Background: an optimization exercise with open tools, aiming at small area. Do not read the settings as production practice.
Function was checked by simulation only, so behaviour that the tests miss may differ from the original.
Power and IR drop assume default switching activity.

== v6 ==
// fire_seek_mode_sequencer
module fire_seek_mode_sequencer (
    input  logic        i_clk,
    input  logic        i_rst_n,
    input  logic        i_in_valid,
    output logic        i_in_ready,
    input  logic        i_in_operation,
    input  logic [9:0]  i_in_distance_cm,
    input  logic [31:0] i_in_now_tick,
    input  logic [1:0]  i_in_random_pick,
    input  logic        i_cfg_valid,
    output logic        i_cfg_ready,
    input  logic [2:0]  i_cfg_index,
    input  logic [15:0] i_cfg_data,
    output logic        o_out_valid,
    input  logic        o_out_ready,
    output logic [7:0]  o_out_servo_angle,
    output logic [2:0]  o_out_motion,
    output logic        o_out_fan_on,
    output logic [2:0]  o_out_mode,
    output logic        o_out_fire_seen,
    output logic        o_out_fire_near
);
Settings: LEC_CHECK=0, CAP_MARGIN=20, CORE_MARGIN=2, CORE_UTILIZATION=40, SLEW_MARGIN=20; clock period 10.0 ns.
run.sh (not shown) runs the stock make flow with config.mk's settings and CLKGATE_MAP_FILE= SYNTH_SCRIPT=/design/flow/synth_recipe.tcl, a recipe that flattens the netlist after the stock synthesis.
Here is what was changed in the inputs of v7 compared with v6.
--- a/flow/config.mk
+++ b/flow/config.mk
@@ -10 +10 @@
-export CORE_UTILIZATION = 40
+export CORE_UTILIZATION = 85
The log for v7 ends in 3_3_place_gp with error GPL-0301, so the run never completed. Re mean post-synth cell area: no difference whatsoever between v6 and v7. v7 and v6 ended up with roughly the same count of input and output buffers. Diff v6..v7 | instance count of the mapped netlist | unchanged. When v7 is set beside v6, its effective utilization at floorplan turns out to be 46 points larger. Per the comparison of v7 with v6, synthesis-stage register bit count closely matched the old numbers; cell row count decreased by 20 relative to the old numbers; vertical extent of the die decreased by about 30% relative to the old numbers.


## v35
Another version of the RTL of fire_seek_mode_sequencer (not shown whole).
Size: ~1000 cells after synthesis, roughly 89 I/O pins, roughly 0.010 mm^2 of cells after synthesis.
clock: 10.0 ns
lec_check: 0
abc_area: 1
cap_margin: 20
core_margin: 2
core_utilization: 40
slew_margin: 20
standard.sh (not shown) runs the stock make flow with config.mk's settings and CLKGATE_MAP_FILE= SYNTH_SCRIPT=/design/flow/synth_recipe.tcl, a recipe that flattens the netlist after the stock synthesis.
==> flow/flow/run.sh <==
#!/bin/bash
# Layout flow: the standard flow (standard synthesis unchanged), with two changes:
#  - ports are buffered with the smallest buffer instead of the default delay-buffer choice
#  - the clock tree uses clkbuf_8 buffers and no dummy load cells
# Each tool's full output stays in orfs/logs/ (ORFS writes one log per step), and the
# make output goes to flow.log in this folder.
set -uo pipefail
export BUFFER_PORTS_ARGS="-buffer_cell sky130_fd_sc_hd__buf_1"
export CTS_ARGS="-sink_clustering_enable -repair_clock_nets -buf_list {sky130_fd_sc_hd__clkbuf_4 sky130_fd_sc_hd__clkbuf_8} -root_buf sky130_fd_sc_hd__clkbuf_8 -dont_use_dummy_load"
bash standard.sh finish > flow.log 2>&1
rc=$?
tail -20 flow.log
exit $rc
Setup changes, v35 to v11
--- a/flow/flow/run.sh
+++ b/flow/flow/run.sh
@@ -7,5 +7,5 @@
 set -uo pipefail
 export BUFFER_PORTS_ARGS="-buffer_cell sky130_fd_sc_hd__buf_1"
-export CTS_ARGS="-sink_clustering_enable -repair_clock_nets -buf_list {sky130_fd_sc_hd__clkbuf_4 sky130_fd_sc_hd__clkbuf_8} -root_buf sky130_fd_sc_hd__clkbuf_8 -dont_use_dummy_load"
+export CTS_ARGS="-sink_clustering_enable -repair_clock_nets -buf_list sky130_fd_sc_hd__clkbuf_8 -dont_use_dummy_load"
 bash standard.sh finish > flow.log 2>&1
 rc=$?
==> comparison <==
- Comparing v11 against v35, there is no change at all in inserted tap cell count.
- Number of cells in the finished layout apart from fillers: v35 vs v11, no meaningful difference
- As far as largest voltage drop on the vdd net goes, v35 and v11 are indistinguishable; the numbers are identical.
- Compared with v35, in v11 power share of the combinational group did not really move, share of power burned in registers did not really move, time the worst path needs with I/O delays and setup did not really move, post-synthesis share of cell area spent on and, or, nand and nor gates did not really move.


job 5501:
Another version of the RTL of fire_seek_mode_sequencer (not shown whole).
For scale: roughly 190 flip-flops, about 10000 um2 of cells after synthesis.
export LEC_CHECK = 0
export ABC_AREA = 1
export CAP_MARGIN = 20
export CORE_MARGIN = 2
export CORE_UTILIZATION = 50
export PLACE_DENSITY = 0.75
export SLEW_MARGIN = 20
create_clock -name core_clock -period 10.0 [get_ports {i_clk}]
==> flow/flow/run.sh <==
#!/bin/bash
# Layout flow: the standard flow (standard synthesis unchanged), with two changes:
#  - ports are buffered with the smallest buffer instead of the default delay-buffer choice
#  - the clock tree uses clkbuf_8 buffers and no dummy load cells
# Each tool's full output stays in orfs/logs/ (ORFS writes one log per step), and the
# make output goes to flow.log in this folder.
set -uo pipefail
export BUFFER_PORTS_ARGS="-buffer_cell sky130_fd_sc_hd__buf_1"
export CTS_ARGS="-sink_clustering_enable -repair_clock_nets -buf_list sky130_fd_sc_hd__clkbuf_8 -dont_use_dummy_load"
bash standard.sh finish > flow.log 2>&1
rc=$?
tail -20 flow.log
exit $rc
Job 5501 ended with every stage complete and zero timing, DRC or antenna violations.
--- input diff job 5501..job 6862 ---
--- a/flow/config.mk
+++ b/flow/config.mk
@@ -9,5 +9,4 @@
 export CAP_MARGIN = 20
 export CORE_MARGIN = 2
-export CORE_UTILIZATION = 50
-export PLACE_DENSITY = 0.75
+export CORE_UTILIZATION = 40
 export SLEW_MARGIN = 20
Notes after the runs:
- The clock skew after layout of job 6862 is lower than that of job 5501.
- Combinational share of power delta for job 6862 relative to job 5501: 0.2 points lower
- Tightest hold margin delta (job 6862 -> job 5501): insignificant
- Looking only at wire length per cell after detailed routing, and setting everything else aside, the lower value of job 5501 and job 6862 goes to job 6862.
- Count of endpoints failing hold in the final timing report came out exactly the same in job 5501 and job 6862.
- Going from job 5501 to job 6862, clock-pin slew on the worst setup and hold paths saw an increase; height of the chip saw an increase; sequential power saw little to no change.
- The minimum setup slack after placement on job 5501 is in line with that on job 6862.
- Max tap cell count across job 5501 and job 6862: job 6862
diff inputs: job 6862 => job 419
--- a/flow/config.mk
+++ b/flow/config.mk
@@ -9,4 +9,4 @@
 export CAP_MARGIN = 20
 export CORE_MARGIN = 2
-export CORE_UTILIZATION = 40
+export CORE_UTILIZATION = 60
 export SLEW_MARGIN = 20
==> comparison <==
Job 419 went all the way through synthesis, placement and routing and the layout is clean on timing, DRC and antenna. Against job 6862, job 419 comes in 0.2 points lower on clock network fraction of total power. Summary: via count, job 419 worse than job 6862. Number of cells in the design after placement (lower): job 419.

==> separate check: timing with driven ports <==
No port has a modelled driver above. Below, the same layouts with a new extraction and two added sets of constraints.
Step 1: set_driving_cell puts a clkbuf_16 on i_clk and a buf_2 on each other input, an assumption about the parent block.
Step 2 also shifts input and output timing later by t, the mid clock arrival at the registers, as if the neighbouring blocks saw the same clock.
a / b / c = no drivers / after step 1 / after step 2; a / b = the first two.
run | t, ns | setup WS [ns] | worst slew at a driven data input, ns
v6 | 0.489 | 1.719 / 1.740 / 1.250 | 0.06
v35 | 0.490 | 0.575 / 0.575 / 0.357 | 0.09
v11 | 0.490 | 0.575 / 0.575 / 0.357 | 0.09
job 5501 | 0.500 | 1.804 / 1.804 / 1.721 | 0.07
job 6862 | 0.493 | 1.772 / 1.772 / 1.746 | 0.07
job 419 | 0.498 | 1.839 / 1.839 / 1.755 | 0.06
After both steps setup and hold are still met in every run listed. For v6, which loses most, drivers alone change the setup slack by +0.021 ns; drivers and shift together by -0.469 ns.
